This design comes from an exercise in tuning for small area, a short achievable clock period and few clock cycles on the open sky130 flow, not from production work. At most, simulation tests tie the RTL to the original design; equivalence was not proved. Function not checked in run 3: the RTL went through the layout flow alone. Power figures rest on the tool's default switching activity, not on a simulated workload.

$ cat design/flow/flow/run.sh
#!/bin/bash
# Standard layout, with repair_timing aiming for extra setup slack.
set -euo pipefail
bash standard.sh SETUP_SLACK_MARGIN=10 finish > standard.log 2>&1
$ cat design/flow/standard.sh
#!/bin/bash
# synth_recipe.tcl (not shown) runs the flow's synth.tcl, then flattens the netlist and writes it again
# the make line also repeats each setting of config.mk as NAME=value (left out here)
make -C /OpenROAD-flow-scripts/flow DESIGN_CONFIG=/design/flow/config.mk WORK_HOME=/design/flow/orfs CLKGATE_MAP_FILE= SYNTH_SCRIPT=/design/flow/synth_recipe.tcl "${@:-finish}"
$ cat design/flow/config.mk
export PLATFORM = sky130hd
export DESIGN_NAME = search_top
export DESIGN_NICKNAME = search_top
export VERILOG_FILES = /design/flow/design.v
export SDC_FILE = /design/flow/constraint.sdc
export NUM_CORES = 4
export LEC_CHECK = 0
export CAP_MARGIN = 20
export CORE_MARGIN = 2
export CORE_UTILIZATION = 40
export SLEW_MARGIN = 20
$ cat design/flow/constraint.sdc
create_clock -name core_clock -period 14.0 [get_ports {clk_100mhz}]
set_input_delay 2.8000 -clock core_clock [delete_from_list [all_inputs] [get_ports {clk_100mhz}]]
set_output_delay 2.8000 -clock core_clock [all_outputs]
set_load 0.01 [all_outputs]
$ cat design/flow/design.v
package search_pkg;
  typedef logic [15:0] coord_t;
  typedef logic [15:0] vertex_id_t;
  typedef logic [39:0] dist_t;
  typedef logic [7:0] k_t;
  typedef logic [1:0] op_t;
  localparam op_t op_query = 2'd0;
  localparam op_t op_vertex = 2'd1;
  localparam op_t op_end = 2'd2;
endpackage
module sq_tree (
  input  logic [15:0] y,
  input  logic        neg,
  output logic [31:0] s,
  output logic [31:0] c
);
  logic pp_0_1;
  logic pp_0_2;
  logic pp_0_3;
  logic pp_0_4;
  logic pp_0_5;
  logic pp_0_6;
  logic pp_0_7;
  logic pp_0_8;
  logic pp_0_9;
  logic pp_0_10;
  logic pp_0_11;
  logic pp_0_12;
  logic pp_0_13;
  logic pp_0_14;
  logic pp_0_15;
  logic pp_1_2;
  logic pp_1_3;
  logic pp_1_4;
  logic pp_1_5;
  logic pp_1_6;
  logic pp_1_7;
  logic pp_1_8;
  logic pp_1_9;
  logic pp_1_10;
  logic pp_1_11;
  logic pp_1_12;
  logic pp_1_13;
  logic pp_1_14;
  logic pp_1_15;
  logic pp_2_3;
  logic pp_2_4;
  logic pp_2_5;
  logic pp_2_6;
  logic pp_2_7;
  logic pp_2_8;
  logic pp_2_9;
  logic pp_2_10;
  logic pp_2_11;
  logic pp_2_12;
  logic pp_2_13;
  logic pp_2_14;
  logic pp_2_15;
  logic pp_3_4;
  logic pp_3_5;
  logic pp_3_6;
  logic pp_3_7;
  logic pp_3_8;
  logic pp_3_9;
  logic pp_3_10;
  logic pp_3_11;
  logic pp_3_12;
  logic pp_3_13;
  logic pp_3_14;
  logic pp_3_15;
  logic pp_4_5;
  logic pp_4_6;
  logic pp_4_7;
  logic pp_4_8;
  logic pp_4_9;
  logic pp_4_10;
  logic pp_4_11;
  logic pp_4_12;
  logic pp_4_13;
  logic pp_4_14;
  logic pp_4_15;
  logic pp_5_6;
  logic pp_5_7;
  logic pp_5_8;
  logic pp_5_9;
  logic pp_5_10;
  logic pp_5_11;
  logic pp_5_12;
  logic pp_5_13;
  logic pp_5_14;
  logic pp_5_15;
  logic pp_6_7;
  logic pp_6_8;
  logic pp_6_9;
  logic pp_6_10;
  logic pp_6_11;
  logic pp_6_12;
  logic pp_6_13;
  logic pp_6_14;
  logic pp_6_15;
  logic pp_7_8;
  logic pp_7_9;
  logic pp_7_10;
  logic pp_7_11;
  logic pp_7_12;
  logic pp_7_13;
  logic pp_7_14;
  logic pp_7_15;
  logic pp_8_9;
  logic pp_8_10;
  logic pp_8_11;
  logic pp_8_12;
  logic pp_8_13;
  logic pp_8_14;
  logic pp_8_15;
  logic pp_9_10;
  logic pp_9_11;
  logic pp_9_12;
  logic pp_9_13;
  logic pp_9_14;
  logic pp_9_15;
  logic pp_10_11;
  logic pp_10_12;
  logic pp_10_13;
  logic pp_10_14;
  logic pp_10_15;
  logic pp_11_12;
  logic pp_11_13;
  logic pp_11_14;
  logic pp_11_15;
  logic pp_12_13;
  logic pp_12_14;
  logic pp_12_15;
  logic pp_13_14;
  logic pp_13_15;
  logic pp_14_15;
  logic ny_0;
  logic ny_1;
  logic ny_2;
  logic ny_3;
  logic ny_4;
  logic ny_5;
  logic ny_6;
  logic ny_7;
  logic ny_8;
  logic ny_9;
  logic ny_10;
  logic ny_11;
  logic ny_12;
  logic ny_13;
  logic ny_14;
  logic ny_15;
  logic hs0;
  logic hc0;
  logic hs1;
  logic hc1;
  logic hs2;
  logic hc2;
  logic fs3;
  logic fc3;
  logic hs4;
  logic hc4;
  logic fs5;
  logic fc5;
  logic hs6;
  logic hc6;
  logic fs7;
  logic fc7;
  logic fs8;
  logic fc8;
  logic hs9;
  logic hc9;
  logic fs10;
  logic fc10;
  logic fs11;
  logic fc11;
  logic hs12;
  logic hc12;
  logic fs13;
  logic fc13;
  logic fs14;
  logic fc14;
  logic fs15;
  logic fc15;
  logic fs16;
  logic fc16;
  logic fs17;
  logic fc17;
  logic hs18;
  logic hc18;
  logic fs19;
  logic fc19;
  logic fs20;
  logic fc20;
  logic hs21;
  logic hc21;
  logic fs22;
  logic fc22;
  logic hs23;
  logic hc23;
  logic fs24;
  logic fc24;
  logic hs25;
  logic hc25;
  logic hs26;
  logic hc26;
  logic hs27;
  logic hc27;
  logic hs28;
  logic hc28;
  logic hs29;
  logic hc29;
  logic fs30;
  logic fc30;
  logic hs31;
  logic hc31;
  logic fs32;
  logic fc32;
  logic hs33;
  logic hc33;
  logic fs34;
  logic fc34;
  logic fs35;
  logic fc35;
  logic fs36;
  logic fc36;
  logic fs37;
  logic fc37;
  logic fs38;
  logic fc38;
  logic fs39;
  logic fc39;
  logic fs40;
  logic fc40;
  logic fs41;
  logic fc41;
  logic fs42;
  logic fc42;
  logic fs43;
  logic fc43;
  logic fs44;
  logic fc44;
  logic fs45;
  logic fc45;
  logic fs46;
  logic fc46;
  logic fs47;
  logic fc47;
  logic fs48;
  logic fc48;
  logic fs49;
  logic fc49;
  logic fs50;
  logic fc50;
  logic fs51;
  logic fc51;
  logic fs52;
  logic fc52;
  logic fs53;
  logic fc53;
  logic fs54;
  logic fc54;
  logic fs55;
  logic fc55;
  logic fs56;
  logic fc56;
  logic fs57;
  logic fc57;
  logic fs58;
  logic fc58;
  logic fs59;
  logic fc59;
  logic fs60;
  logic fc60;
  logic hs61;
  logic hc61;
  logic fs62;
  logic fc62;
  logic hs63;
  logic hc63;
  logic hs64;
  logic hc64;
  logic hs65;
  logic hc65;
  logic hs66;
  logic hc66;
  logic hs67;
  logic hc67;
  logic fs68;
  logic fc68;
  logic fs69;
  logic fc69;
  logic fs70;
  logic fc70;
  logic fs71;
  logic fc71;
  logic fs72;
  logic fc72;
  logic fs73;
  logic fc73;
  logic fs74;
  logic fc74;
  logic fs75;
  logic fc75;
  logic fs76;
  logic fc76;
  logic fs77;
  logic fc77;
  logic fs78;
  logic fc78;
  logic fs79;
  logic fc79;
  logic fs80;
  logic fc80;
  logic fs81;
  logic fc81;
  logic fs82;
  logic fc82;
  logic fs83;
  logic fc83;
  logic fs84;
  logic fc84;
  logic fs85;
  logic fc85;
  logic fs86;
  logic fc86;
  logic fs87;
  logic fc87;
  logic fs88;
  logic fc88;
  logic hs89;
  logic hc89;
  logic hs90;
  logic hc90;
  logic hs91;
  logic hc91;
  logic hs92;
  logic hc92;
  logic fs93;
  logic fc93;
  logic fs94;
  logic fc94;
  logic fs95;
  logic fc95;
  logic fs96;
  logic fc96;
  logic fs97;
  logic fc97;
  logic fs98;
  logic fc98;
  logic fs99;
  logic fc99;
  logic fs100;
  logic fc100;
  logic fs101;
  logic fc101;
  logic fs102;
  logic fc102;
  logic fs103;
  logic fc103;
  logic fs104;
  logic fc104;
  logic fs105;
  logic fc105;
  logic fs106;
  logic fc106;
  logic fs107;
  logic fc107;
  logic fs108;
  logic fc108;
  logic fs109;
  logic fc109;
  logic fs110;
  logic fc110;
  logic fs111;
  logic fc111;
  logic fs112;
  logic fc112;
  logic fs113;
  logic fc113;
  logic fs114;
  logic fc114;
  logic fs115;
  logic fc115;
  logic fs116;
  logic fc116;
  logic fs117;
  logic fc117;
  logic hs118;
  logic hc118;
  logic hs119;
  logic hc119;
  assign pp_0_1 = y[0] & y[1];
  assign pp_0_2 = y[0] & y[2];
  assign pp_0_3 = y[0] & y[3];
  assign pp_0_4 = y[0] & y[4];
  assign pp_0_5 = y[0] & y[5];
  assign pp_0_6 = y[0] & y[6];
  assign pp_0_7 = y[0] & y[7];
  assign pp_0_8 = y[0] & y[8];
  assign pp_0_9 = y[0] & y[9];
  assign pp_0_10 = y[0] & y[10];
  assign pp_0_11 = y[0] & y[11];
  assign pp_0_12 = y[0] & y[12];
  assign pp_0_13 = y[0] & y[13];
  assign pp_0_14 = y[0] & y[14];
  assign pp_0_15 = y[0] & y[15];
  assign pp_1_2 = y[1] & y[2];
  assign pp_1_3 = y[1] & y[3];
  assign pp_1_4 = y[1] & y[4];
  assign pp_1_5 = y[1] & y[5];
  assign pp_1_6 = y[1] & y[6];
  assign pp_1_7 = y[1] & y[7];
  assign pp_1_8 = y[1] & y[8];
  assign pp_1_9 = y[1] & y[9];
  assign pp_1_10 = y[1] & y[10];
  assign pp_1_11 = y[1] & y[11];
  assign pp_1_12 = y[1] & y[12];
  assign pp_1_13 = y[1] & y[13];
  assign pp_1_14 = y[1] & y[14];
  assign pp_1_15 = y[1] & y[15];
  assign pp_2_3 = y[2] & y[3];
  assign pp_2_4 = y[2] & y[4];
  assign pp_2_5 = y[2] & y[5];
  assign pp_2_6 = y[2] & y[6];
  assign pp_2_7 = y[2] & y[7];
  assign pp_2_8 = y[2] & y[8];
  assign pp_2_9 = y[2] & y[9];
  assign pp_2_10 = y[2] & y[10];
  assign pp_2_11 = y[2] & y[11];
  assign pp_2_12 = y[2] & y[12];
  assign pp_2_13 = y[2] & y[13];
  assign pp_2_14 = y[2] & y[14];
  assign pp_2_15 = y[2] & y[15];
  assign pp_3_4 = y[3] & y[4];
  assign pp_3_5 = y[3] & y[5];
  assign pp_3_6 = y[3] & y[6];
  assign pp_3_7 = y[3] & y[7];
  assign pp_3_8 = y[3] & y[8];
  assign pp_3_9 = y[3] & y[9];
  assign pp_3_10 = y[3] & y[10];
  assign pp_3_11 = y[3] & y[11];
  assign pp_3_12 = y[3] & y[12];
  assign pp_3_13 = y[3] & y[13];
  assign pp_3_14 = y[3] & y[14];
  assign pp_3_15 = y[3] & y[15];
  assign pp_4_5 = y[4] & y[5];
  assign pp_4_6 = y[4] & y[6];
  assign pp_4_7 = y[4] & y[7];
  assign pp_4_8 = y[4] & y[8];
  assign pp_4_9 = y[4] & y[9];
  assign pp_4_10 = y[4] & y[10];
  assign pp_4_11 = y[4] & y[11];
  assign pp_4_12 = y[4] & y[12];
  assign pp_4_13 = y[4] & y[13];
  assign pp_4_14 = y[4] & y[14];
  assign pp_4_15 = y[4] & y[15];
  assign pp_5_6 = y[5] & y[6];
  assign pp_5_7 = y[5] & y[7];
  assign pp_5_8 = y[5] & y[8];
  assign pp_5_9 = y[5] & y[9];
  assign pp_5_10 = y[5] & y[10];
  assign pp_5_11 = y[5] & y[11];
  assign pp_5_12 = y[5] & y[12];
  assign pp_5_13 = y[5] & y[13];
  assign pp_5_14 = y[5] & y[14];
  assign pp_5_15 = y[5] & y[15];
  assign pp_6_7 = y[6] & y[7];
  assign pp_6_8 = y[6] & y[8];
  assign pp_6_9 = y[6] & y[9];
  assign pp_6_10 = y[6] & y[10];
  assign pp_6_11 = y[6] & y[11];
  assign pp_6_12 = y[6] & y[12];
  assign pp_6_13 = y[6] & y[13];
  assign pp_6_14 = y[6] & y[14];
  assign pp_6_15 = y[6] & y[15];
  assign pp_7_8 = y[7] & y[8];
  assign pp_7_9 = y[7] & y[9];
  assign pp_7_10 = y[7] & y[10];
  assign pp_7_11 = y[7] & y[11];
  assign pp_7_12 = y[7] & y[12];
  assign pp_7_13 = y[7] & y[13];
  assign pp_7_14 = y[7] & y[14];
  assign pp_7_15 = y[7] & y[15];
  assign pp_8_9 = y[8] & y[9];
  assign pp_8_10 = y[8] & y[10];
  assign pp_8_11 = y[8] & y[11];
  assign pp_8_12 = y[8] & y[12];
  assign pp_8_13 = y[8] & y[13];
  assign pp_8_14 = y[8] & y[14];
  assign pp_8_15 = y[8] & y[15];
  assign pp_9_10 = y[9] & y[10];
  assign pp_9_11 = y[9] & y[11];
  assign pp_9_12 = y[9] & y[12];
  assign pp_9_13 = y[9] & y[13];
  assign pp_9_14 = y[9] & y[14];
  assign pp_9_15 = y[9] & y[15];
  assign pp_10_11 = y[10] & y[11];
  assign pp_10_12 = y[10] & y[12];
  assign pp_10_13 = y[10] & y[13];
  assign pp_10_14 = y[10] & y[14];
  assign pp_10_15 = y[10] & y[15];
  assign pp_11_12 = y[11] & y[12];
  assign pp_11_13 = y[11] & y[13];
  assign pp_11_14 = y[11] & y[14];
  assign pp_11_15 = y[11] & y[15];
  assign pp_12_13 = y[12] & y[13];
  assign pp_12_14 = y[12] & y[14];
  assign pp_12_15 = y[12] & y[15];
  assign pp_13_14 = y[13] & y[14];
  assign pp_13_15 = y[13] & y[15];
  assign pp_14_15 = y[14] & y[15];
  assign ny_0 = y[0] & neg;
  assign ny_1 = y[1] & neg;
  assign ny_2 = y[2] & neg;
  assign ny_3 = y[3] & neg;
  assign ny_4 = y[4] & neg;
  assign ny_5 = y[5] & neg;
  assign ny_6 = y[6] & neg;
  assign ny_7 = y[7] & neg;
  assign ny_8 = y[8] & neg;
  assign ny_9 = y[9] & neg;
  assign ny_10 = y[10] & neg;
  assign ny_11 = y[11] & neg;
  assign ny_12 = y[12] & neg;
  assign ny_13 = y[13] & neg;
  assign ny_14 = y[14] & neg;
  assign ny_15 = y[15] & neg;
  assign hs0 = pp_0_15 ^ pp_1_14;
  assign hc0 = pp_0_15 & pp_1_14;
  assign hs1 = pp_0_9 ^ pp_1_8;
  assign hc1 = pp_0_9 & pp_1_8;
  assign hs2 = pp_0_10 ^ pp_1_9;
  assign hc2 = pp_0_10 & pp_1_9;
  assign fs3 = pp_0_11 ^ pp_1_10 ^ pp_2_9;
  assign fc3 = (pp_0_11 & pp_1_10) | (pp_0_11 & pp_2_9) | (pp_1_10 & pp_2_9);
  assign hs4 = pp_3_8 ^ pp_4_7;
  assign hc4 = pp_3_8 & pp_4_7;
  assign fs5 = pp_0_12 ^ pp_1_11 ^ pp_2_10;
  assign fc5 = (pp_0_12 & pp_1_11) | (pp_0_12 & pp_2_10) | (pp_1_11 & pp_2_10);
  assign hs6 = pp_3_9 ^ pp_4_8;
  assign hc6 = pp_3_9 & pp_4_8;
  assign fs7 = pp_0_13 ^ pp_1_12 ^ pp_2_11;
  assign fc7 = (pp_0_13 & pp_1_12) | (pp_0_13 & pp_2_11) | (pp_1_12 & pp_2_11);
  assign fs8 = pp_3_10 ^ pp_4_9 ^ pp_5_8;
  assign fc8 = (pp_3_10 & pp_4_9) | (pp_3_10 & pp_5_8) | (pp_4_9 & pp_5_8);
  assign hs9 = pp_6_7 ^ y[7];
  assign hc9 = pp_6_7 & y[7];
  assign fs10 = pp_0_14 ^ pp_1_13 ^ pp_2_12;
  assign fc10 = (pp_0_14 & pp_1_13) | (pp_0_14 & pp_2_12) | (pp_1_13 & pp_2_12);
  assign fs11 = pp_3_11 ^ pp_4_10 ^ pp_5_9;
  assign fc11 = (pp_3_11 & pp_4_10) | (pp_3_11 & pp_5_9) | (pp_4_10 & pp_5_9);
  assign hs12 = pp_6_8 ^ ny_14;
  assign hc12 = pp_6_8 & ny_14;
  assign fs13 = hs0 ^ pp_2_13 ^ pp_3_12;
  assign fc13 = (hs0 & pp_2_13) | (hs0 & pp_3_12) | (pp_2_13 & pp_3_12);
  assign fs14 = pp_4_11 ^ pp_5_10 ^ pp_6_9;
  assign fc14 = (pp_4_11 & pp_5_10) | (pp_4_11 & pp_6_9) | (pp_5_10 & pp_6_9);
  assign fs15 = pp_7_8 ^ y[8] ^ ny_15;
  assign fc15 = (pp_7_8 & y[8]) | (pp_7_8 & ny_15) | (y[8] & ny_15);
  assign fs16 = pp_1_15 ^ pp_2_14 ^ pp_3_13;
  assign fc16 = (pp_1_15 & pp_2_14) | (pp_1_15 & pp_3_13) | (pp_2_14 & pp_3_13);
  assign fs17 = pp_4_12 ^ pp_5_11 ^ pp_6_10;
  assign fc17 = (pp_4_12 & pp_5_11) | (pp_4_12 & pp_6_10) | (pp_5_11 & pp_6_10);
  assign hs18 = pp_7_9 ^ hc0;
  assign hc18 = pp_7_9 & hc0;
  assign fs19 = pp_2_15 ^ pp_3_14 ^ pp_4_13;
  assign fc19 = (pp_2_15 & pp_3_14) | (pp_2_15 & pp_4_13) | (pp_3_14 & pp_4_13);
  assign fs20 = pp_5_12 ^ pp_6_11 ^ pp_7_10;
  assign fc20 = (pp_5_12 & pp_6_11) | (pp_5_12 & pp_7_10) | (pp_6_11 & pp_7_10);
  assign hs21 = pp_8_9 ^ y[9];
  assign hc21 = pp_8_9 & y[9];
  assign fs22 = pp_3_15 ^ pp_4_14 ^ pp_5_13;
  assign fc22 = (pp_3_15 & pp_4_14) | (pp_3_15 & pp_5_13) | (pp_4_14 & pp_5_13);
  assign hs23 = pp_6_12 ^ pp_7_11;
  assign hc23 = pp_6_12 & pp_7_11;
  assign fs24 = pp_4_15 ^ pp_5_14 ^ pp_6_13;
  assign fc24 = (pp_4_15 & pp_5_14) | (pp_4_15 & pp_6_13) | (pp_5_14 & pp_6_13);
  assign hs25 = pp_7_12 ^ pp_8_11;
  assign hc25 = pp_7_12 & pp_8_11;
  assign hs26 = pp_5_15 ^ pp_6_14;
  assign hc26 = pp_5_15 & pp_6_14;
  assign hs27 = pp_6_15 ^ pp_7_14;
  assign hc27 = pp_6_15 & pp_7_14;
  assign hs28 = pp_0_5 ^ pp_1_4;
  assign hc28 = pp_0_5 & pp_1_4;
  assign hs29 = pp_0_6 ^ pp_1_5;
  assign hc29 = pp_0_6 & pp_1_5;
  assign fs30 = pp_0_7 ^ pp_1_6 ^ pp_2_5;
  assign fc30 = (pp_0_7 & pp_1_6) | (pp_0_7 & pp_2_5) | (pp_1_6 & pp_2_5);
  assign hs31 = pp_3_4 ^ y[4];
  assign hc31 = pp_3_4 & y[4];
  assign fs32 = pp_0_8 ^ pp_1_7 ^ pp_2_6;
  assign fc32 = (pp_0_8 & pp_1_7) | (pp_0_8 & pp_2_6) | (pp_1_7 & pp_2_6);
  assign hs33 = pp_3_5 ^ ny_8;
  assign hc33 = pp_3_5 & ny_8;
  assign fs34 = hs1 ^ pp_2_7 ^ pp_3_6;
  assign fc34 = (hs1 & pp_2_7) | (hs1 & pp_3_6) | (pp_2_7 & pp_3_6);
  assign fs35 = pp_4_5 ^ y[5] ^ ny_9;
  assign fc35 = (pp_4_5 & y[5]) | (pp_4_5 & ny_9) | (y[5] & ny_9);
  assign fs36 = hs2 ^ pp_2_8 ^ pp_3_7;
  assign fc36 = (hs2 & pp_2_8) | (hs2 & pp_3_7) | (pp_2_8 & pp_3_7);
  assign fs37 = pp_4_6 ^ ny_10 ^ hc1;
  assign fc37 = (pp_4_6 & ny_10) | (pp_4_6 & hc1) | (ny_10 & hc1);
  assign fs38 = fs3 ^ hs4 ^ pp_5_6;
  assign fc38 = (fs3 & hs4) | (fs3 & pp_5_6) | (hs4 & pp_5_6);
  assign fs39 = y[6] ^ ny_11 ^ hc2;
  assign fc39 = (y[6] & ny_11) | (y[6] & hc2) | (ny_11 & hc2);
  assign fs40 = fs5 ^ hs6 ^ pp_5_7;
  assign fc40 = (fs5 & hs6) | (fs5 & pp_5_7) | (hs6 & pp_5_7);
  assign fs41 = ny_12 ^ fc3 ^ hc4;
  assign fc41 = (ny_12 & fc3) | (ny_12 & hc4) | (fc3 & hc4);
  assign fs42 = fs7 ^ fs8 ^ hs9;
  assign fc42 = (fs7 & fs8) | (fs7 & hs9) | (fs8 & hs9);
  assign fs43 = ny_13 ^ fc5 ^ hc6;
  assign fc43 = (ny_13 & fc5) | (ny_13 & hc6) | (fc5 & hc6);
  assign fs44 = fs10 ^ fs11 ^ hs12;
  assign fc44 = (fs10 & fs11) | (fs10 & hs12) | (fs11 & hs12);
  assign fs45 = fc7 ^ fc8 ^ hc9;
  assign fc45 = (fc7 & fc8) | (fc7 & hc9) | (fc8 & hc9);
  assign fs46 = fs13 ^ fs14 ^ fs15;
  assign fc46 = (fs13 & fs14) | (fs13 & fs15) | (fs14 & fs15);
  assign fs47 = fc10 ^ fc11 ^ hc12;
  assign fc47 = (fc10 & fc11) | (fc10 & hc12) | (fc11 & hc12);
  assign fs48 = fs16 ^ fs17 ^ hs18;
  assign fc48 = (fs16 & fs17) | (fs16 & hs18) | (fs17 & hs18);
  assign fs49 = fc13 ^ fc14 ^ fc15;
  assign fc49 = (fc13 & fc14) | (fc13 & fc15) | (fc14 & fc15);
  assign fs50 = fs19 ^ fs20 ^ hs21;
  assign fc50 = (fs19 & fs20) | (fs19 & hs21) | (fs20 & hs21);
  assign fs51 = fc16 ^ fc17 ^ hc18;
  assign fc51 = (fc16 & fc17) | (fc16 & hc18) | (fc17 & hc18);
  assign fs52 = fs22 ^ hs23 ^ pp_8_10;
  assign fc52 = (fs22 & hs23) | (fs22 & pp_8_10) | (hs23 & pp_8_10);
  assign fs53 = fc19 ^ fc20 ^ hc21;
  assign fc53 = (fc19 & fc20) | (fc19 & hc21) | (fc20 & hc21);
  assign fs54 = fs24 ^ hs25 ^ pp_9_10;
  assign fc54 = (fs24 & hs25) | (fs24 & pp_9_10) | (hs25 & pp_9_10);
  assign fs55 = y[10] ^ fc22 ^ hc23;
  assign fc55 = (y[10] & fc22) | (y[10] & hc23) | (fc22 & hc23);
  assign fs56 = hs26 ^ pp_7_13 ^ pp_8_12;
  assign fc56 = (hs26 & pp_7_13) | (hs26 & pp_8_12) | (pp_7_13 & pp_8_12);
  assign fs57 = pp_9_11 ^ fc24 ^ hc25;
  assign fc57 = (pp_9_11 & fc24) | (pp_9_11 & hc25) | (fc24 & hc25);
  assign fs58 = hs27 ^ pp_8_13 ^ pp_9_12;
  assign fc58 = (hs27 & pp_8_13) | (hs27 & pp_9_12) | (pp_8_13 & pp_9_12);
  assign fs59 = pp_10_11 ^ y[11] ^ hc26;
  assign fc59 = (pp_10_11 & y[11]) | (pp_10_11 & hc26) | (y[11] & hc26);
  assign fs60 = pp_7_15 ^ pp_8_14 ^ pp_9_13;
  assign fc60 = (pp_7_15 & pp_8_14) | (pp_7_15 & pp_9_13) | (pp_8_14 & pp_9_13);
  assign hs61 = pp_10_12 ^ hc27;
  assign hc61 = pp_10_12 & hc27;
  assign fs62 = pp_8_15 ^ pp_9_14 ^ pp_10_13;
  assign fc62 = (pp_8_15 & pp_9_14) | (pp_8_15 & pp_10_13) | (pp_9_14 & pp_10_13);
  assign hs63 = pp_11_12 ^ y[12];
  assign hc63 = pp_11_12 & y[12];
  assign hs64 = pp_9_15 ^ pp_10_14;
  assign hc64 = pp_9_15 & pp_10_14;
  assign hs65 = pp_10_15 ^ pp_11_14;
  assign hc65 = pp_10_15 & pp_11_14;
  assign hs66 = pp_0_3 ^ pp_1_2;
  assign hc66 = pp_0_3 & pp_1_2;
  assign hs67 = pp_0_4 ^ pp_1_3;
  assign hc67 = pp_0_4 & pp_1_3;
  assign fs68 = hs28 ^ pp_2_3 ^ y[3];
  assign fc68 = (hs28 & pp_2_3) | (hs28 & y[3]) | (pp_2_3 & y[3]);
  assign fs69 = hs29 ^ pp_2_4 ^ ny_6;
  assign fc69 = (hs29 & pp_2_4) | (hs29 & ny_6) | (pp_2_4 & ny_6);
  assign fs70 = fs30 ^ hs31 ^ ny_7;
  assign fc70 = (fs30 & hs31) | (fs30 & ny_7) | (hs31 & ny_7);
  assign fs71 = fs32 ^ hs33 ^ fc30;
  assign fc71 = (fs32 & hs33) | (fs32 & fc30) | (hs33 & fc30);
  assign fs72 = fs34 ^ fs35 ^ fc32;
  assign fc72 = (fs34 & fs35) | (fs34 & fc32) | (fs35 & fc32);
  assign fs73 = fs36 ^ fs37 ^ fc34;
  assign fc73 = (fs36 & fs37) | (fs36 & fc34) | (fs37 & fc34);
  assign fs74 = fs38 ^ fs39 ^ fc36;
  assign fc74 = (fs38 & fs39) | (fs38 & fc36) | (fs39 & fc36);
  assign fs75 = fs40 ^ fs41 ^ fc38;
  assign fc75 = (fs40 & fs41) | (fs40 & fc38) | (fs41 & fc38);
  assign fs76 = fs42 ^ fs43 ^ fc40;
  assign fc76 = (fs42 & fs43) | (fs42 & fc40) | (fs43 & fc40);
  assign fs77 = fs44 ^ fs45 ^ fc42;
  assign fc77 = (fs44 & fs45) | (fs44 & fc42) | (fs45 & fc42);
  assign fs78 = fs46 ^ fs47 ^ fc44;
  assign fc78 = (fs46 & fs47) | (fs46 & fc44) | (fs47 & fc44);
  assign fs79 = fs48 ^ fs49 ^ fc46;
  assign fc79 = (fs48 & fs49) | (fs48 & fc46) | (fs49 & fc46);
  assign fs80 = fs50 ^ fs51 ^ fc48;
  assign fc80 = (fs50 & fs51) | (fs50 & fc48) | (fs51 & fc48);
  assign fs81 = fs52 ^ fs53 ^ fc50;
  assign fc81 = (fs52 & fs53) | (fs52 & fc50) | (fs53 & fc50);
  assign fs82 = fs54 ^ fs55 ^ fc52;
  assign fc82 = (fs54 & fs55) | (fs54 & fc52) | (fs55 & fc52);
  assign fs83 = fs56 ^ fs57 ^ fc54;
  assign fc83 = (fs56 & fs57) | (fs56 & fc54) | (fs57 & fc54);
  assign fs84 = fs58 ^ fs59 ^ fc56;
  assign fc84 = (fs58 & fs59) | (fs58 & fc56) | (fs59 & fc56);
  assign fs85 = fs60 ^ hs61 ^ fc58;
  assign fc85 = (fs60 & hs61) | (fs60 & fc58) | (hs61 & fc58);
  assign fs86 = fs62 ^ hs63 ^ fc60;
  assign fc86 = (fs62 & hs63) | (fs62 & fc60) | (hs63 & fc60);
  assign fs87 = hs64 ^ pp_11_13 ^ fc62;
  assign fc87 = (hs64 & pp_11_13) | (hs64 & fc62) | (pp_11_13 & fc62);
  assign fs88 = hs65 ^ pp_12_13 ^ y[13];
  assign fc88 = (hs65 & pp_12_13) | (hs65 & y[13]) | (pp_12_13 & y[13]);
  assign hs89 = pp_11_15 ^ pp_12_14;
  assign hc89 = pp_11_15 & pp_12_14;
  assign hs90 = pp_12_15 ^ pp_13_14;
  assign hc90 = pp_12_15 & pp_13_14;
  assign hs91 = pp_0_1 ^ y[1];
  assign hc91 = pp_0_1 & y[1];
  assign hs92 = pp_0_2 ^ ny_2;
  assign hc92 = pp_0_2 & ny_2;
  assign fs93 = hs66 ^ y[2] ^ ny_3;
  assign fc93 = (hs66 & y[2]) | (hs66 & ny_3) | (y[2] & ny_3);
  assign fs94 = hs67 ^ ny_4 ^ hc66;
  assign fc94 = (hs67 & ny_4) | (hs67 & hc66) | (ny_4 & hc66);
  assign fs95 = fs68 ^ ny_5 ^ hc67;
  assign fc95 = (fs68 & ny_5) | (fs68 & hc67) | (ny_5 & hc67);
  assign fs96 = fs69 ^ hc28 ^ fc68;
  assign fc96 = (fs69 & hc28) | (fs69 & fc68) | (hc28 & fc68);
  assign fs97 = fs70 ^ hc29 ^ fc69;
  assign fc97 = (fs70 & hc29) | (fs70 & fc69) | (hc29 & fc69);
  assign fs98 = fs71 ^ hc31 ^ fc70;
  assign fc98 = (fs71 & hc31) | (fs71 & fc70) | (hc31 & fc70);
  assign fs99 = fs72 ^ hc33 ^ fc71;
  assign fc99 = (fs72 & hc33) | (fs72 & fc71) | (hc33 & fc71);
  assign fs100 = fs73 ^ fc35 ^ fc72;
  assign fc100 = (fs73 & fc35) | (fs73 & fc72) | (fc35 & fc72);
  assign fs101 = fs74 ^ fc37 ^ fc73;
  assign fc101 = (fs74 & fc37) | (fs74 & fc73) | (fc37 & fc73);
  assign fs102 = fs75 ^ fc39 ^ fc74;
  assign fc102 = (fs75 & fc39) | (fs75 & fc74) | (fc39 & fc74);
  assign fs103 = fs76 ^ fc41 ^ fc75;
  assign fc103 = (fs76 & fc41) | (fs76 & fc75) | (fc41 & fc75);
  assign fs104 = fs77 ^ fc43 ^ fc76;
  assign fc104 = (fs77 & fc43) | (fs77 & fc76) | (fc43 & fc76);
  assign fs105 = fs78 ^ fc45 ^ fc77;
  assign fc105 = (fs78 & fc45) | (fs78 & fc77) | (fc45 & fc77);
  assign fs106 = fs79 ^ fc47 ^ fc78;
  assign fc106 = (fs79 & fc47) | (fs79 & fc78) | (fc47 & fc78);
  assign fs107 = fs80 ^ fc49 ^ fc79;
  assign fc107 = (fs80 & fc49) | (fs80 & fc79) | (fc49 & fc79);
  assign fs108 = fs81 ^ fc51 ^ fc80;
  assign fc108 = (fs81 & fc51) | (fs81 & fc80) | (fc51 & fc80);
  assign fs109 = fs82 ^ fc53 ^ fc81;
  assign fc109 = (fs82 & fc53) | (fs82 & fc81) | (fc53 & fc81);
  assign fs110 = fs83 ^ fc55 ^ fc82;
  assign fc110 = (fs83 & fc55) | (fs83 & fc82) | (fc55 & fc82);
  assign fs111 = fs84 ^ fc57 ^ fc83;
  assign fc111 = (fs84 & fc57) | (fs84 & fc83) | (fc57 & fc83);
  assign fs112 = fs85 ^ fc59 ^ fc84;
  assign fc112 = (fs85 & fc59) | (fs85 & fc84) | (fc59 & fc84);
  assign fs113 = fs86 ^ hc61 ^ fc85;
  assign fc113 = (fs86 & hc61) | (fs86 & fc85) | (hc61 & fc85);
  assign fs114 = fs87 ^ hc63 ^ fc86;
  assign fc114 = (fs87 & hc63) | (fs87 & fc86) | (hc63 & fc86);
  assign fs115 = fs88 ^ hc64 ^ fc87;
  assign fc115 = (fs88 & hc64) | (fs88 & fc87) | (hc64 & fc87);
  assign fs116 = hs89 ^ hc65 ^ fc88;
  assign fc116 = (hs89 & hc65) | (hs89 & fc88) | (hc65 & fc88);
  assign fs117 = hs90 ^ y[14] ^ hc89;
  assign fc117 = (hs90 & y[14]) | (hs90 & hc89) | (y[14] & hc89);
  assign hs118 = pp_13_15 ^ hc90;
  assign hc118 = pp_13_15 & hc90;
  assign hs119 = pp_14_15 ^ y[15];
  assign hc119 = pp_14_15 & y[15];
  assign s = {hc119, hs119, hs118, fs117, fs116, fs115, fs114, fs113, fs112, fs111, fs110, fs109, fs108, fs107, fs106, fs105, fs104, fs103, fs102, fs101, fs100, fs99, fs98, fs97, fs96, fs95, fs94, fs93, hs92, hs91, ny_0, y[0]};
  assign c = {1'b0, hc118, fc117, fc116, fc115, fc114, fc113, fc112, fc111, fc110, fc109, fc108, fc107, fc106, fc105, fc104, fc103, fc102, fc101, fc100, fc99, fc98, fc97, fc96, fc95, fc94, fc93, hc92, hc91, ny_1, 1'b0, neg};
endmodule
`timescale 1ns/1ps
module search_top
#(
  parameter int DIM = 4,
  parameter int PQ_LENGTH = 5,
  parameter int IN_DEPTH = 4,
  parameter int OUT_CREDITS = 2
) (
  input  logic                   clk_100mhz,
  input  logic                   sys_rst,
  input  logic                   in_valid,
  input  logic [1:0]             in_op,
  input  logic [$clog2(DIM)-1:0] in_index,
  input  logic [15:0]            in_data,
  input  logic [15:0]            in_id,
  output logic                   in_credit,
  output logic                   res_valid,
  output logic [15:0]            res_id,
  output logic [39:0]            res_dist,
  output logic                   res_last,
  input  logic                   out_credit
);
  localparam int DW = 35;    
  localparam int NQ = PQ_LENGTH;
  logic in_q, in_c, in_e;
  assign in_q = in_valid && (in_op == 2'd0);
  assign in_c = in_valid && (in_op == 2'd1);
  assign in_e = in_valid && (in_op == 2'd2);
  logic       busy;       
  logic       cq;         
  logic [2:0] owed;       
  logic       last_beat;  
  logic       withhold;
  logic       want_ret;
  logic       can_rel;
  logic       credit_d;
  assign withhold = busy && !last_beat && (in_c || in_e);
  assign want_ret = in_valid && !withhold;
  assign can_rel  = !(busy && !last_beat) && (owed != 3'd0);
  assign credit_d = want_ret || can_rel;
  always_ff @(posedge clk_100mhz) begin
    if (sys_rst) begin
      in_credit <= 1'b0;
      owed      <= 3'd0;
      cq        <= 1'b0;
    end else begin
      in_credit <= credit_d;
      owed      <= owed + 3'(in_valid) - 3'(credit_d);
      if (in_e) begin
        cq <= 1'b0;
      end else if (in_c && in_index == 2'(DIM - 1)) begin
        cq <= 1'b1;
      end
    end
  end
  logic [15:0] cand_id;
  always_ff @(posedge clk_100mhz) begin
    if (in_c && in_index == 2'(DIM - 1)) begin
      cand_id <= in_id;
    end
  end
  logic        r_q, r_c, r_e;
  logic [1:0]  r_idx;
  logic [15:0] r_data;
  always_ff @(posedge clk_100mhz) begin
    if (sys_rst) begin
      r_q <= 1'b0;
      r_c <= 1'b0;
      r_e <= 1'b0;
    end else begin
      r_q <= in_q;
      r_c <= in_c;
      r_e <= in_e && cq;
    end
    r_idx  <= in_index;
    r_data <= in_data;
  end
  logic [15:0] qry [DIM];
  always_ff @(posedge clk_100mhz) begin
    if (r_q) begin
      qry[r_idx] <= r_data;
    end
  end
  logic        d_c, d_first, d_last, d_e;
  logic [2:0]  d_k;
  logic [15:0] d_y;       
  logic        d_neg;     
  logic [16:0] sub;
  logic [15:0] qsel;
  logic [2:0]  k_clamp;
  assign qsel = qry[r_idx];
  assign sub  = {1'b0, r_data} - {1'b0, qsel};
  always_comb begin
    if (r_data[7:0] == 8'd0) begin
      k_clamp = 3'd1;
    end else if (r_data[7:0] > 8'(PQ_LENGTH)) begin
      k_clamp = 3'(PQ_LENGTH);
    end else begin
      k_clamp = r_data[2:0];
    end
  end
  always_ff @(posedge clk_100mhz) begin
    if (sys_rst) begin
      d_c <= 1'b0;
      d_e <= 1'b0;
    end else begin
      d_c <= r_c;
      d_e <= r_e;
    end
    d_first <= (r_idx == 2'd0);
    d_last  <= (r_idx == 2'(DIM - 1));
    d_k     <= k_clamp;
    d_y     <= sub[15:0] ^ {16{sub[16]}};
    d_neg   <= sub[16];
  end
  logic [DW-1:0] acc;
  logic          a_done;
  logic          drain_on;
  logic          ins;
  logic [31:0] sq_s, sq_c;
  logic [31:0] s_s, s_cy;
  logic        s_c, s_first, s_last, s_e;
  logic [2:0]  s_k;
  sq_tree sq0 (
    .y(d_y),
    .neg(d_neg),
    .s(sq_s),
    .c(sq_c)
  );
  always_ff @(posedge clk_100mhz) begin
    if (sys_rst) begin
      s_c <= 1'b0;
      s_e <= 1'b0;
    end else begin
      s_c <= d_c;
      s_e <= d_e;
    end
    s_first <= d_first;
    s_last  <= d_last;
    s_k     <= d_k;
    s_s     <= sq_s;
    s_cy    <= sq_c;
  end
  logic [DW-1:0] acc_in, csa_x, csa_y;
  assign acc_in = s_first ? DW'(0) : acc;
  assign csa_x  = acc_in ^ DW'(s_s) ^ DW'(s_cy);
  assign csa_y  = ((acc_in & DW'(s_s)) | (acc_in & DW'(s_cy)) | (DW'(s_s) & DW'(s_cy))) << 1;
  always_ff @(posedge clk_100mhz) begin
    if (s_c) begin
      acc <= csa_x + csa_y;
    end
  end
  always_ff @(posedge clk_100mhz) begin
    if (sys_rst) begin
      a_done <= 1'b0;
    end else begin
      a_done <= (s_c && s_last) || (a_done && drain_on);
    end
  end
  logic [DW-1:0] e_d  [NQ];
  logic [15:0]   e_id [NQ];
  logic [NQ-1:0] e_v;
  logic [NQ-1:0] le;      
  logic [NQ-1:0] v_nxt;
  logic          beat;
  logic [2:0] dr_left;    
  logic [1:0] cred;       
  assign drain_on = (dr_left != 3'd0);
  assign ins      = a_done && !drain_on;
  assign beat     = res_valid;
  assign last_beat = res_valid && res_last;
  always_comb begin
    for (int i = 0; i < NQ; i++) begin
      le[i] = e_v[i] && (e_d[i] <= acc);
    end
  end
  always_comb begin
    v_nxt = e_v;
    if (last_beat) begin
      v_nxt = '0;
    end else if (beat) begin
      v_nxt = {1'b0, e_v[NQ-1:1]};
    end else if (ins) begin
      v_nxt = {e_v[NQ-2:0], 1'b1};
    end
  end
  always_ff @(posedge clk_100mhz) begin
    if (sys_rst) begin
      e_v <= '0;
    end else begin
      e_v <= v_nxt;
    end
  end
  always_ff @(posedge clk_100mhz) begin
    if (beat) begin
      for (int i = 0; i < NQ - 1; i++) begin
        e_d[i]  <= e_d[i+1];
        e_id[i] <= e_id[i+1];
      end
    end else if (ins) begin
      for (int i = 0; i < NQ; i++) begin
        if (!le[i]) begin
          if (i == 0 || le[i-1]) begin
            e_d[i]  <= acc;
            e_id[i] <= cand_id;
          end else begin
            e_d[i]  <= e_d[i-1];
            e_id[i] <= e_id[i-1];
          end
        end
      end
    end
  end
  logic [2:0] dr_nxt;
  logic [1:0] cred_nxt;
  always_comb begin
    cred_nxt = cred - 2'(beat) + 2'(out_credit);
    dr_nxt   = dr_left;
    if (last_beat) begin
      dr_nxt = 3'd0;
    end else if (beat) begin
      dr_nxt = dr_left - 3'd1;
    end else if (s_e) begin
      dr_nxt = s_k;
    end
  end
  always_ff @(posedge clk_100mhz) begin
    if (sys_rst) begin
      dr_left   <= 3'd0;
      cred      <= 2'(OUT_CREDITS);
      res_valid <= 1'b0;
      busy      <= 1'b0;
    end else begin
      dr_left   <= dr_nxt;
      cred      <= cred_nxt;
      res_valid <= (dr_nxt != 3'd0) && (cred_nxt != 2'd0);
      if (in_e && cq) begin
        busy <= 1'b1;
      end else if (last_beat) begin
        busy <= 1'b0;
      end
    end
    res_last <= (dr_nxt == 3'd1) || !v_nxt[1];
  end
  assign res_id   = e_id[0];
  assign res_dist = {5'd0, e_d[0]};
endmodule
==> results.toml, run 1 <==
[logic_synthesis]
yosys_warnings = 4
synth_edf_count = 370
synth_top_area_share_pct = 35.5
synthFlopType = "edfxtp_1"
async_flop_share_pct = 0
synth-compound-area-share_pct = 12.1
synth-simple-area-share_pct = 13.3
synth_top_family_by_area = "adder cells"
syn_avg_cell_area_um2 = 11.0
ys_ff_latch = 503
yosysMostFrequentCell = "edfxtp_1"
ys_top_cells_by_count = "edfxtp_1, inv_1, ha_1"
synthCells = 2850
synth_area_leaders = "edfxtp_1, ha_1, dfxtp_1, fa_1, mux2i_1"
synth_area_mm2 = 0.0313
ys_types = 77
seq_area_frac_synth_pct = 44.1
synthAdderAreaFrac_pct = 17.9
yosysTopAreaCell = "edfxtp_1"
synthMuxAreaShare_pct = 5.68
synthXorXnorAreaFrac_pct = 1.89

[drt]
via_per_inst = 5.37
via_count = 21800
drc_errors = 0
wire_per_inst_um = 19.7
postRouteAntennaNets = 0
drtIter0Drc = 1535
totalWireLength_um = 80000
first_pass_iters = 6

[cells_and_area]
synthToLayoutAreaGrowth_pct = 14.2
multiInputGateArea_mm2 = 0.0162
fillers = 7148
final_nets = 3382
final_layout_size_suffix_gt1_share_pct = 10.9
ff_latch_area_mm2 = 0.0138
diodes = 0

[critical_path]
worstSetupStartpointType = "flip-flop"
r2r-start = "acc[12]$_DFFE_PP_"
critPathKind = "reg2out"
cp_num_buf_inv = 1
cp_data_arrival_time_ns = 1.35
r2r_slack_ns = 10.14
critPathSlowestCell = "edfxtp_1"
rr_worst_depth = 12
crit_chain = "buf_2"
cp.required_ns = 11.20
slowest_delay_ns = 0.52
r2r_end = "e_d[2][34]$_DFFE_PP_"
path_max_fanout = 2
crit_family = "flip-flops"
endpoint_kind = "output port"

[power_and_ir_drop]
power_uw = 7560
combinationalPowerShare_pct = 47.1
power_density_mw_per_mm2 = 212
p_int_uw = 4630
switchingPower_uw = 2920
switching_share_pct = 38.7
ir_worst_vdd_uv = 124
seqPwrFrac_pct = 32.7
p_leak_uw = 0.0158
power.share.clock_pct = 20.2

[sta]
fin_ws_ns = 9.85
relSlewSlack_pct = 29.9
grt_setup_unrepaired = "true"
fin_crit_ns = 4.15
worstMarginPinSlew_ns = 1.05
slew_viol_final = 0
finalCritPeriodShare_pct = 29.6
max_freq_mhz = 241
finalSetupViolCount = 0
setup-tns-final_ns = 0
finalClockSkew_ns = 0.0366
hold_viol = 0

[clocking]
cts_tree = "yes"
cts_buffer_depth = 3
h-tree-depth = 2
clock_latency_ns = 0.63
cts_root_buf = "clkbuf_16"
clk_pin_slew_ns = 0.06
cts_sinks = 503
cts_made_buffers = 57
cts_hold_buf = 0

[place]
pre_cts_ws_ns = 8.70
io_buffers = 93
gp_congestion = 0.889
dpl.hpwl_um = 54300

[grt]
met3_usage_pct = 2.92
grt_pass1_wl_um = 126000
grt_max_degree = 102
top_usage_layer = "met2"
antenna_found_initial = 0
grtUsageTotal_pct = 19.7
grt_overflow = 0
grt_pass1_vias = 22300
grtUsageMet1_pct = 25.6
grt.met2_usage_pct = 33.6

[job]
drv_cap = 0

[hold_path]
hp-start = "d_last$_DFF_P_"
min_path_type = "reg2reg"
holdPathEnd = "s_last$_DFF_P_"
whs_path_depth = 0

[floorplan]
start_util_pct = 40.3
chipWidth_um = 284
core_area_mm2 = 0.0775
rows = 102
io-pin-count = 99
dieArea_mm2 = 0.0804
die_h_um = 284

[run_status]
status = "no timing/DRC/antenna violations"
layout by cell type, fill, tap and decap left out, drive strengths merged, types with 8 or more instances in the layout:
cell type,Yosys,layout
clkdlybuf4s50,0,36
mux4,16,16
a21o,136,136
xor2,14,14
nor3,20,20
a211oi,10,10
mux2i,121,121
o21ai,137,137
fa,119,119
nor2,101,101
a21oi,119,119
and2,106,106
edfxtp,370,370
a22oi,69,69
mux2,18,18
o31a,36,36
xnor2,51,51
nor4,8,8
nor2b,49,49
nand4,40,40
nand3,10,10
clkbuf,94,84
nand2b,83,83
ha,256,256
nand2,230,231
and3,38,38
nor3b,68,68
dfxtp,133,133
buf,39,147
clkinv,0,17
inv,269,268
o21a,9,9
cell families (layout without fill, tap and decap cells):
kind of cell / Yosys count / count (layout)
xor+xnor: 66 / 66
mux: 155 / 155
fa+ha+maj: 375 / 375
simple gates: 780 / 781
flops: 503 / 503
other cells: 1 / 5
buf+inv: 402 / 560
compound gates: 568 / 569
power groups by stage:
stage | Sequential [uW] | Combinational (uW) | Clock, uW
floorplan | 2360 | 2610 | 0
global placement | 2520 | 3330 | 0
detailed placement | 2530 | 3440 | 0
CTS | 2470 | 3550 | 1560
global route | 2510 | 4080 | 1610
finish | 2470 | 3560 | 1520
cell type report:
cell class | instances | share of cell area, %
clock buffers | 82 | 4.56
clock inverters | 24 | 0.778
inverters | 269 | 2.85
multi-input cells | 1951 | 45.3
flip-flops and latches | 503 | 38.6
well taps | 1040 | 3.64
repair buffers | 185 | 4.26
worst max-delay path by stage:
stage	from	endpoint	slack, ns	cells after the start
6_report	e_d[0][26]$_DFFE_PP_	res_dist[26]	9.85	1
5_1_grt	e_d[0][25]$_DFFE_PP_	res_dist[25]	9.80	1
4_1_cts	e_d[0][25]$_DFFE_PP_	res_dist[25]	9.81	1
3_5_place_dp	in_valid	owed[2]$_SDFF_PP0_	8.70	12
3_3_place_gp	in_valid	owed[2]$_SDFF_PP0_	8.71	12
2_1_floorplan	in_valid	owed[2]$_SDFF_PP0_	9.49	11
per-layer routing:
metal	share of wire [%]	up-vias
li1	-	10300
met1	44	10700
met2	48	576
met3	5.0	162
met4	3.2	0
met5	0	-
metrics by stage:
stage               utilization, %  hold slack, ns  instance area (um^2)  std cells
floorplan                        -           0.310                 31300       2854
global placement              42.9           0.310                 33200       3875
detailed placement            42.9           0.316                 33200       3875
CTS                           45.7           0.331                 35400       4035
global route                  46.1           0.334                 35700       4054
finish                        46.1           0.329                 35700       4054
state kept, by name (all words and copies together) (netlist names), 5 cells and up:
name     cells
acc         35
r_data      16
d_y         16
cand_id     16
e_id        80
e_v          5
e_d        175
s_s         32
s_cy        30
qry         64
repair_timing:
action / CTS / global route
setup buffers: 52 / 19
setup endpoints to repair: 235 / 258
resized for setup: 263 / 37
gates cloned: 2 / 0
pin swaps: 6 / 7
Testbench counts, summed over its fixed seeds: cycles 19,006.
==> inputs of run 2 (changes only) <==
==> design/flow/run.sh (new file) <==
#!/bin/bash
# synth_recipe.tcl (not shown) runs the flow's synth.tcl, then flattens the netlist and writes it again
# the make line also repeats each setting of config.mk as NAME=value (left out here)
make -C /OpenROAD-flow-scripts/flow DESIGN_CONFIG=/design/flow/config.mk WORK_HOME=/design/flow/orfs CLKGATE_MAP_FILE= SYNTH_SCRIPT=/design/flow/synth_recipe.tcl finish
removed: design/flow/flow/run.sh
removed: design/flow/standard.sh
==> run 2 against run 1 <==
  * Combinational power down 5%
  * First-iteration DRC count up 1.2%
  * Cell count down 1.7%
  * Non-clock buffer count down 70
  * Final area down 1.5%
  * Via count down 2.2%
  * Utilization down 0.69 points
  * Largest cell class unchanged
  * Highest routed layer unchanged
==> results.toml, run 2 <==
[sta]
grt_setup_unrepaired = "false"
slew_viol_final = 0
hold_viol = 0
finalSetupViolCount = 0
relSlewSlack_pct = 31.6
setup-tns-final_ns = 0
finalClockSkew_ns = 0.0257
finalCritPeriodShare_pct = 35.2
fin_crit_ns = 4.93
max_freq_mhz = 203
worstMarginPinSlew_ns = 1.02

[logic_synthesis]
ys_ff_latch = 503
synth_area_mm2 = 0.0313
synth_edf_count = 370
synthCells = 2850
synth_top_area_share_pct = 35.5
syn_avg_cell_area_um2 = 11.0
synth_area_leaders = "edfxtp_1, ha_1, dfxtp_1, fa_1, mux2i_1"
yosys_warnings = 4
yosysMostFrequentCell = "edfxtp_1"
yosysTopAreaCell = "edfxtp_1"
ys_top_cells_by_count = "edfxtp_1, inv_1, ha_1"
seq_area_frac_synth_pct = 44.1
async_flop_share_pct = 0
ys_types = 77
synthFlopType = "edfxtp_1"

[critical_path]
critPathKind = "reg2out"
r2r-start = "acc[20]$_DFFE_PP_"
slowest_delay_ns = 0.81
crit_start = "res_valid$_SDFF_PP0_"
worstSetupStartpointType = "flip-flop"
cp_num_buf_inv = 1
r2r_slack_ns = 9.66
rr_worst_depth = 11
crit_family = "flip-flops"
crit_path_end = "res_valid"
cp_data_arrival_time_ns = 2.13
path_max_fanout = 64
r2r_end = "e_d[1][12]$_DFFE_PP_"
cp.required_ns = 11.20
crit_chain = "clkdlybuf4s50_1"
cp.depth = 1
endpoint_kind = "output port"
critPathSlowestCell = "dfxtp_4"

[place]
placedInstanceArea_mm2 = 0.0332
io_buffers = 93
dpl.hpwl_um = 54100
gp_congestion = 0.881
dp.cells = 3875

[grt]
grt_pass1_wl_um = 123000
grtUsageTotal_pct = 19.2
grt_max_degree = 106
grt_pass1_vias = 21700
antenna_found_initial = 2
grt_overflow = 0

[drt]
postRouteAntennaNets = 0
wire_per_inst_um = 19.6
totalWireLength_um = 78100
via_per_inst = 5.34
first_pass_iters = 6
via_count = 21300
drtIter0Drc = 1553
drc_errors = 0

[clocking]
cts_hold_buf = 0
clock_latency_ns = 0.63
cts_made_buffers = 58
cts_root_buf = "clkbuf_16"
cts_tree = "yes"
cts_resized = 0
cts_buffer_depth = 3
clk_pin_slew_ns = 0.06
h-tree-depth = 2
postCtsSetupBuffers = 0
cts_sinks = 503

[job]
drv_cap = 0

[hold_path]
min_path_type = "reg2reg"
whs_path_depth = 0

[cells_and_area]
stdcell_count = 3984
diodes = 0
final_layout_size_suffix_gt1_share_pct = 6.56
finish.instance_area_mm2 = 0.0352
synthToLayoutAreaGrowth_pct = 12.5
top_register = "e_d"
final_common_cell = "edfxtp_1"
largest_register_ffs = 175
reg.largest.list = "e_d x175, e_id x80, qry x64"
layout_common_cells = "edfxtp_1, inv_1, ha_1, nand2_1, o21ai_0"
finish.utilization_pct = 45.4
final_nets = 3311

[run_status]
status = "no timing/DRC/antenna violations"

[floorplan]
dieArea_mm2 = 0.0804
rows = 102
die_h_um = 284
core_area_mm2 = 0.0775
io-pin-count = 99
start_util_pct = 40.3
chipWidth_um = 284

[power_and_ir_drop]
power_density_mw_per_mm2 = 212
p_leak_uw = 0.0154
ir_worst_vdd_uv = 115
-- run 2: worst min-delay path by stage --
stage	to	slack, ns	from
floorplan	s_first$_DFF_P_	0.31	d_first$_DFF_P_
global placement	s_first$_DFF_P_	0.31	d_first$_DFF_P_
detailed placement	s_first$_DFF_P_	0.31	d_first$_DFF_P_
CTS	s_first$_DFF_P_	0.32	d_first$_DFF_P_
global route	s_k[0]$_DFF_P_	0.34	d_k[0]$_SDFF_PP1_
finish	s_first$_DFF_P_	0.33	d_first$_DFF_P_
-- run 2: through the flow --
stage	power, uW	hold WS (ns)	setup WS [ns]
finish	7450	0.326	9.07
global route	8090	0.336	8.99
CTS	7530	0.324	9.05
detailed placement	5950	0.312	8.70
global placement	5820	0.311	8.71
floorplan	4960	0.310	9.27
-- run 2: metal layers --
layer	vias to the layer above	track usage (%)	part of all wire, %
met5	-	0	0
met4	0	5.78	2.6
met3	123	2.62	5.1
met2	552	32.6	48
met1	10400	25.6	44
li1	10200	-	-
-- run 2: power by group --
part	switching [uW]	total [uW]	leakage [uW]	internal, uW
clock	646	1560	0.000951	911
sequential	329	2500	0.00452	2180
combinational	1890	3390	0.00990	1490
total	2870	7450	0.0154	4580
-- run 2: layout make-up --
type                            instances  area [um^2]
Fill cell                            7121        42300
Multi-Input combinational cell       1949        16000
Sequential cell                       503        13800
Clock buffer                           67         1530
Tap cell                             1040         1300
Timing Repair Buffer                  115         1120
Inverter                              269         1010
Clock inverter                         41          429
-- run 2: logic make-up after synthesis --
group	synth area share, %
compound gates	12.1
xor+xnor	1.89
fa+ha+maj	17.9
buf+inv	5.05
flops	44.1
mux	5.68
other cells	0.0120
simple gates	13.3
==> inputs of run 3 (changes only) <==
--- a/design/flow/design.v
+++ b/design/flow/design.v
@@ -800,23 +800,27 @@
   logic       busy;       
   logic       cq;         
   logic [2:0] owed;       
-  logic       last_beat;  
+  logic [2:0] nfree;      
   logic       withhold;
-  logic       want_ret;
-  logic       can_rel;
   logic       credit_d;
-  assign withhold = busy && !last_beat && (in_c || in_e);
-  assign want_ret = in_valid && !withhold;
-  assign can_rel  = !(busy && !last_beat) && (owed != 3'd0);
-  assign credit_d = want_ret || can_rel;
+  logic       r_e, d_e, s_e, pe, drain_on;
+  assign busy     = r_e || d_e || s_e || pe || drain_on;
+  assign withhold = busy && (nfree == 3'd4) && (in_c || in_e);
+  assign credit_d = (in_valid && !withhold) || (!busy && (owed != 3'd0));
   always_ff @(posedge clk_100mhz) begin
     if (sys_rst) begin
       in_credit <= 1'b0;
       owed      <= 3'd0;
+      nfree     <= 3'd0;
       cq        <= 1'b0;
     end else begin
       in_credit <= credit_d;
       owed      <= owed + 3'(in_valid) - 3'(credit_d);
+      if (!busy) begin
+        nfree <= 3'd0;
+      end else if ((in_c || in_e) && nfree != 3'd4) begin
+        nfree <= nfree + 3'd1;
+      end
       if (in_e) begin
         cq <= 1'b0;
       end else if (in_c && in_index == 2'(DIM - 1)) begin
@@ -830,7 +834,7 @@
       cand_id <= in_id;
     end
   end
-  logic        r_q, r_c, r_e;
+  logic        r_q, r_c;
   logic [1:0]  r_idx;
   logic [15:0] r_data;
   always_ff @(posedge clk_100mhz) begin
@@ -852,7 +856,7 @@
       qry[r_idx] <= r_data;
     end
   end
-  logic        d_c, d_first, d_last, d_e;
+  logic        d_c, d_first, d_last;
   logic [2:0]  d_k;
   logic [15:0] d_y;       
   logic        d_neg;     
@@ -884,13 +888,9 @@
     d_y     <= sub[15:0] ^ {16{sub[16]}};
     d_neg   <= sub[16];
   end
-  logic [DW-1:0] acc;
-  logic          a_done;
-  logic          drain_on;
-  logic          ins;
   logic [31:0] sq_s, sq_c;
   logic [31:0] s_s, s_cy;
-  logic        s_c, s_first, s_last, s_e;
+  logic        s_c, s_first, s_last;
   logic [2:0]  s_k;
   sq_tree sq0 (
     .y(d_y),
@@ -912,6 +912,9 @@
     s_s     <= sq_s;
     s_cy    <= sq_c;
   end
+  logic [DW-1:0] acc;
+  logic          a_done;    
+  logic          take;      
   logic [DW-1:0] acc_in, csa_x, csa_y;
   assign acc_in = s_first ? DW'(0) : acc;
   assign csa_x  = acc_in ^ DW'(s_s) ^ DW'(s_cy);
@@ -925,26 +928,47 @@
     if (sys_rst) begin
       a_done <= 1'b0;
     end else begin
-      a_done <= (s_c && s_last) || (a_done && drain_on);
+      a_done <= (s_c && s_last) || (a_done && !take);
     end
   end
+  logic [DW-1:0] n_d;
+  logic [15:0]   n_id;
+  logic          n_valid;
+  logic [NQ-1:0] n_le;      
+  logic          ins;
+  logic          beat;
+  logic          last_beat;
   logic [DW-1:0] e_d  [NQ];
   logic [15:0]   e_id [NQ];
   logic [NQ-1:0] e_v;
-  logic [NQ-1:0] le;      
-  logic [NQ-1:0] v_nxt;
-  logic          beat;
-  logic [2:0] dr_left;    
-  logic [1:0] cred;       
-  assign drain_on = (dr_left != 3'd0);
-  assign ins      = a_done && !drain_on;
-  assign beat     = res_valid;
-  assign last_beat = res_valid && res_last;
+  logic [NQ-1:0] le;
+  assign take = a_done && !n_valid && !pe;
+  assign ins  = n_valid && !drain_on;
   always_comb begin
     for (int i = 0; i < NQ; i++) begin
       le[i] = e_v[i] && (e_d[i] <= acc);
     end
   end
+  always_ff @(posedge clk_100mhz) begin
+    if (take) begin
+      n_d  <= acc;
+      n_id <= cand_id;
+    end
+  end
+  always_ff @(posedge clk_100mhz) begin
+    if (sys_rst) begin
+      n_valid <= 1'b0;
+      n_le    <= '0;
+    end else begin
+      n_valid <= take || (n_valid && !ins);
+      if (last_beat) begin
+        n_le <= '0;
+      end else if (take) begin
+        n_le <= le;
+      end
+    end
+  end
+  logic [NQ-1:0] v_nxt;
   always_comb begin
     v_nxt = e_v;
     if (last_beat) begin
@@ -970,10 +994,10 @@
       end
     end else if (ins) begin
       for (int i = 0; i < NQ; i++) begin
-        if (!le[i]) begin
-          if (i == 0 || le[i-1]) begin
-            e_d[i]  <= acc;
-            e_id[i] <= cand_id;
+        if (!n_le[i]) begin
+          if (i == 0 || n_le[i-1]) begin
+            e_d[i]  <= n_d;
+            e_id[i] <= n_id;
           end else begin
             e_d[i]  <= e_d[i-1];
             e_id[i] <= e_id[i-1];
@@ -982,8 +1006,26 @@
       end
     end
   end
+  logic [2:0] pe_k;
+  logic [2:0] dr_left;    
+  logic [1:0] cred;       
   logic [2:0] dr_nxt;
   logic [1:0] cred_nxt;
+  logic       start;
+  assign drain_on  = (dr_left != 3'd0);
+  assign beat      = res_valid;
+  assign last_beat = res_valid && res_last;
+  assign start     = pe && !drain_on;
+  always_ff @(posedge clk_100mhz) begin
+    if (sys_rst) begin
+      pe <= 1'b0;
+    end else begin
+      pe <= s_e || (pe && !start);
+    end
+    if (s_e) begin
+      pe_k <= s_k;
+    end
+  end
   always_comb begin
     cred_nxt = cred - 2'(beat) + 2'(out_credit);
     dr_nxt   = dr_left;
@@ -991,8 +1033,8 @@
       dr_nxt = 3'd0;
     end else if (beat) begin
       dr_nxt = dr_left - 3'd1;
-    end else if (s_e) begin
-      dr_nxt = s_k;
+    end else if (start) begin
+      dr_nxt = pe_k;
     end
   end
   always_ff @(posedge clk_100mhz) begin
@@ -1000,16 +1042,10 @@
       dr_left   <= 3'd0;
       cred      <= 2'(OUT_CREDITS);
       res_valid <= 1'b0;
-      busy      <= 1'b0;
     end else begin
       dr_left   <= dr_nxt;
       cred      <= cred_nxt;
       res_valid <= (dr_nxt != 3'd0) && (cred_nxt != 2'd0);
-      if (in_e && cq) begin
-        busy <= 1'b1;
-      end else if (last_beat) begin
-        busy <= 1'b0;
-      end
     end
     res_last <= (dr_nxt == 3'd1) || !v_nxt[1];
   end
==> design/flow/flow/run.sh (new file) <==
#!/bin/bash
# Standard layout, with repair_timing aiming for extra setup slack.
set -euo pipefail
bash standard.sh SETUP_SLACK_MARGIN=10 finish > standard.log 2>&1
==> design/flow/standard.sh (new file) <==
#!/bin/bash
# synth_recipe.tcl (not shown) runs the flow's synth.tcl, then flattens the netlist and writes it again
# the make line also repeats each setting of config.mk as NAME=value (left out here)
make -C /OpenROAD-flow-scripts/flow DESIGN_CONFIG=/design/flow/config.mk WORK_HOME=/design/flow/orfs CLKGATE_MAP_FILE= SYNTH_SCRIPT=/design/flow/synth_recipe.tcl "${@:-finish}"
removed: design/flow/run.sh
==> run 3 against run 2 <==
  * Count of clock-buffer cells in the layout grew 20
  * Maximum frequency rose by 20%
  * Flip-flop and latch count grew 63
  * Combinational power fell by 21%
  * Utilization up 0.68 points
  * Hold slack about the same
  * Critical path depth unchanged
  * Wire length is 1.1% higher
  * Largest power group unchanged
==> results.toml, run 3 <==
[critical_path]
cp_num_buf_inv = 1
r2r_end = "acc[28]$_DFFE_PP_"
critPathKind = "reg2out"
rr_worst_depth = 12
path_max_fanout = 2
r2r-start = "s_first$_DFF_P_"
cp.required_ns = 11.20
cp_data_arrival_time_ns = 1.30
endpoint_kind = "output port"
critPathSlowestCell = "edfxtp_1"
slowest_delay_ns = 0.51
crit_family = "flip-flops"
r2r_slack_ns = 10.21
crit_chain = "buf_2"
worstSetupStartpointType = "flip-flop"

[sta]
slew_viol_final = 0
setup-tns-final_ns = 0
worstMarginPinSlew_ns = 1.08
grt_setup_unrepaired = "true"
relSlewSlack_pct = 28.1
finalSetupViolCount = 0
hold_viol = 0
finalCritPeriodShare_pct = 29.3
fin_crit_ns = 4.10
max_freq_mhz = 244
finalClockSkew_ns = 0.0369

[logic_synthesis]
syn_avg_cell_area_um2 = 11.6
synth_top_area_share_pct = 39.0
synth_edf_count = 424
synthFlopType = "edfxtp_1"
synth_area_mm2 = 0.0326
async_flop_share_pct = 0
ys_top_cells_by_count = "edfxtp_1, inv_1, ha_1"
ys_ff_latch = 566
yosysTopAreaCell = "edfxtp_1"
yosysMostFrequentCell = "edfxtp_1"
synthCells = 2817
ys_types = 74
synth_area_leaders = "edfxtp_1, ha_1, dfxtp_1, fa_1, mux2i_1"
seq_area_frac_synth_pct = 47.8
yosys_warnings = 4

[drt]
wire_per_inst_um = 19.5
postRouteAntennaNets = 0
drtIter0Drc = 1628
via_per_inst = 5.30
totalWireLength_um = 78900
via_count = 21500
drc_errors = 0
first_pass_iters = 5

[cells_and_area]
final_common_cell = "edfxtp_1"
ff_latch_area_mm2 = 0.0156
fillers = 7341
diodes = 0
final_layout_size_suffix_gt1_share_pct = 13.4
synthToLayoutAreaGrowth_pct = 14.0
reg.largest.list = "e_d x175, e_id x80, qry x64"
layout_common_cells = "edfxtp_1, inv_1, ha_1, nand2_1, o21ai_0"
top_register = "e_d"
largest_register_ffs = 175
final_nets = 3359
finish.instance_area_mm2 = 0.0372
multiInputGateArea_mm2 = 0.0156

[floorplan]
rows = 104
chipWidth_um = 290
start_util_pct = 40.4
io-pin-count = 99
dieArea_mm2 = 0.0838
die_h_um = 290
core_area_mm2 = 0.0807

[job]
drv_cap = 0

[place]
placedInstanceArea_mm2 = 0.0346
io_buffers = 93
gp_congestion = 0.905
dpl.hpwl_um = 55400

[run_status]
status = "no timing/DRC/antenna violations"

[grt]
grt_max_degree = 104
grt_pass1_vias = 22300
grtUsageTotal_pct = 18.8
antenna_found_initial = 1
grt_pass1_wl_um = 123000
grt_overflow = 0

[hold_path]
hp-start = "d_k[1]$_SDFF_PP0_"
min_path_type = "reg2reg"
holdPathEnd = "s_k[1]$_DFF_P_"
whs_path_depth = 0

[power_and_ir_drop]
power_density_mw_per_mm2 = 180
p_leak_uw = 0.0144
ir_worst_vdd_uv = 111

[clocking]
h-tree-depth = 3
cts_tree = "yes"
cts_hold_buf = 0
cts_made_buffers = 68
cts_root_buf = "clkbuf_16"
clk_pin_slew_ns = 0.06
clock_latency_ns = 0.61
cts_buffer_depth = 3
cts_sinks = 566
==> run 3: cell count changes in the layout (fill, tap and decap cells not counted), moves of 29 or more <==
cell / change
mux2i_1: +38
edfxtp_1: +54
nor2_1: -29
clkdlybuf4s50_1: -58
and3_1: -30
buf_2: +42
o21ai_0: +66
o31a_1: -34
a21o_1: -69
buf_4: +55
mux2_2: +83
a22oi_1: -68
nand2b_1: -31
nor3b_1: -64
==> run 3: per-stage QoR <==
stage | hold WS (ns) | total power, uW | utilization (%) | std cells | setup slack (ns)
3_5_place_dp | 0.312 | 4930 | 42.9 | 3877 | 8.76
4_1_cts | 0.326 | 6750 | 45.9 | 4048 | 9.85
5_1_grt | 0.340 | 7230 | 46.1 | 4056 | 9.84
2_1_floorplan | 0.310 | 4290 | - | 2821 | 9.56
6_report | 0.326 | 6690 | 46.1 | 4056 | 9.90
3_3_place_gp | 0.318 | 4840 | 42.9 | 3877 | 8.83
==> run 3: layout make-up <==
type,count,area share (%)
clock inverter,37,1.21
sequential,566,42.0
inverter,277,2.80
multi-input combinational,1861,42.1
clock buffer,87,4.90
tap,1060,3.57
timing repair buffer,168,3.50
==> run 3: power by group <==
group	internal, uW	total [uW]	switching (uW)
sequential	2060	2230	166
clock	1060	1790	728
combinational	1150	2670	1520
==> run 3: cell families after synthesis <==
kind of cell	after synthesis	share of synthesized area [%]
AND/OR/NAND/NOR	655	10.0
flip-flops	566	47.8
AO/OA/AOI/OAI	480	8.98
buffers and inverters	394	4.73
adder cells (fa/ha/maj)	377	17.2
multiplexers	277	9.52
XOR/XNOR	67	1.80
other	1	0.0115
==> run 3: per-layer routing <==
layer  vias to the layer above  GRT usage (%)  wire (um)
met2                       513           32.3      38400
li1                      10200              -          -
met4                         0           6.65       2340
met1                     10600           24.4      34700
met3                       142           2.63       3480
met5                         -              0          0
==> run 3: worst max-delay path by stage <==
stage | endpoint | start | slack, ns | cells past startpoint
6_report | res_dist[26] | e_d[0][26]$_DFFE_PP_ | 9.90 | 1
4_1_cts | res_dist[26] | e_d[0][26]$_DFFE_PP_ | 9.85 | 1
3_5_place_dp | n_le[4]$_SDFFE_PP0P_ | sys_rst | 8.76 | 7
2_1_floorplan | owed[2]$_SDFF_PP0_ | in_op[0] | 9.56 | 11
5_1_grt | res_dist[26] | e_d[0][26]$_DFFE_PP_ | 9.84 | 1
3_3_place_gp | owed[2]$_SDFF_PP0_ | in_op[0] | 8.83 | 12
==> run 3: timing repair <==
action | CTS | global route
setup buffers | 47 | 8
cloned | 0 | 0
endpoints found under the setup margin | 78 | 37
gates resized for setup | 250 | 18
pin swaps | 8 | 7

[static timing again, ports no longer ideal]
No port has a modelled driver above. Below, the same layouts with a new extraction and two added sets of constraints. Step 1 (the two cells are an assumption about what drives the block):
set clk [get_ports {clk_100mhz}]
set_driving_cell -lib_cell sky130_fd_sc_hd__clkbuf_16 $clk
set_driving_cell -lib_cell sky130_fd_sc_hd__buf_2 [delete_from_list [all_inputs] $clk]
Step 2 adds t to the input delays and takes it off the output delays; t is the mean of the earliest and latest rising clock arrival at the registers after step 1. Input paths then give back, and output paths get back, about the clock's delay inside the block. a / b / c = ideal / step 1 / step 2; a / b = the first two.
| run | shift t [ns] | slack for setup (ns) | worst slew at a driven data input, ns |
|---|---|---|---|
| run 1 | 0.665 | 9.853 / 9.795 / 9.330 | 0.06 |
| run 2 | 0.682 | 9.072 / 9.008 / 8.678 | 0.05 |
| run 3 | 0.663 | 9.901 / 9.835 / 9.315 | 0.05 |
After both steps every run listed still meets setup and hold. For run 3, which loses most, drivers alone change the setup slack by -0.066 ns; drivers and shift together by -0.586 ns.
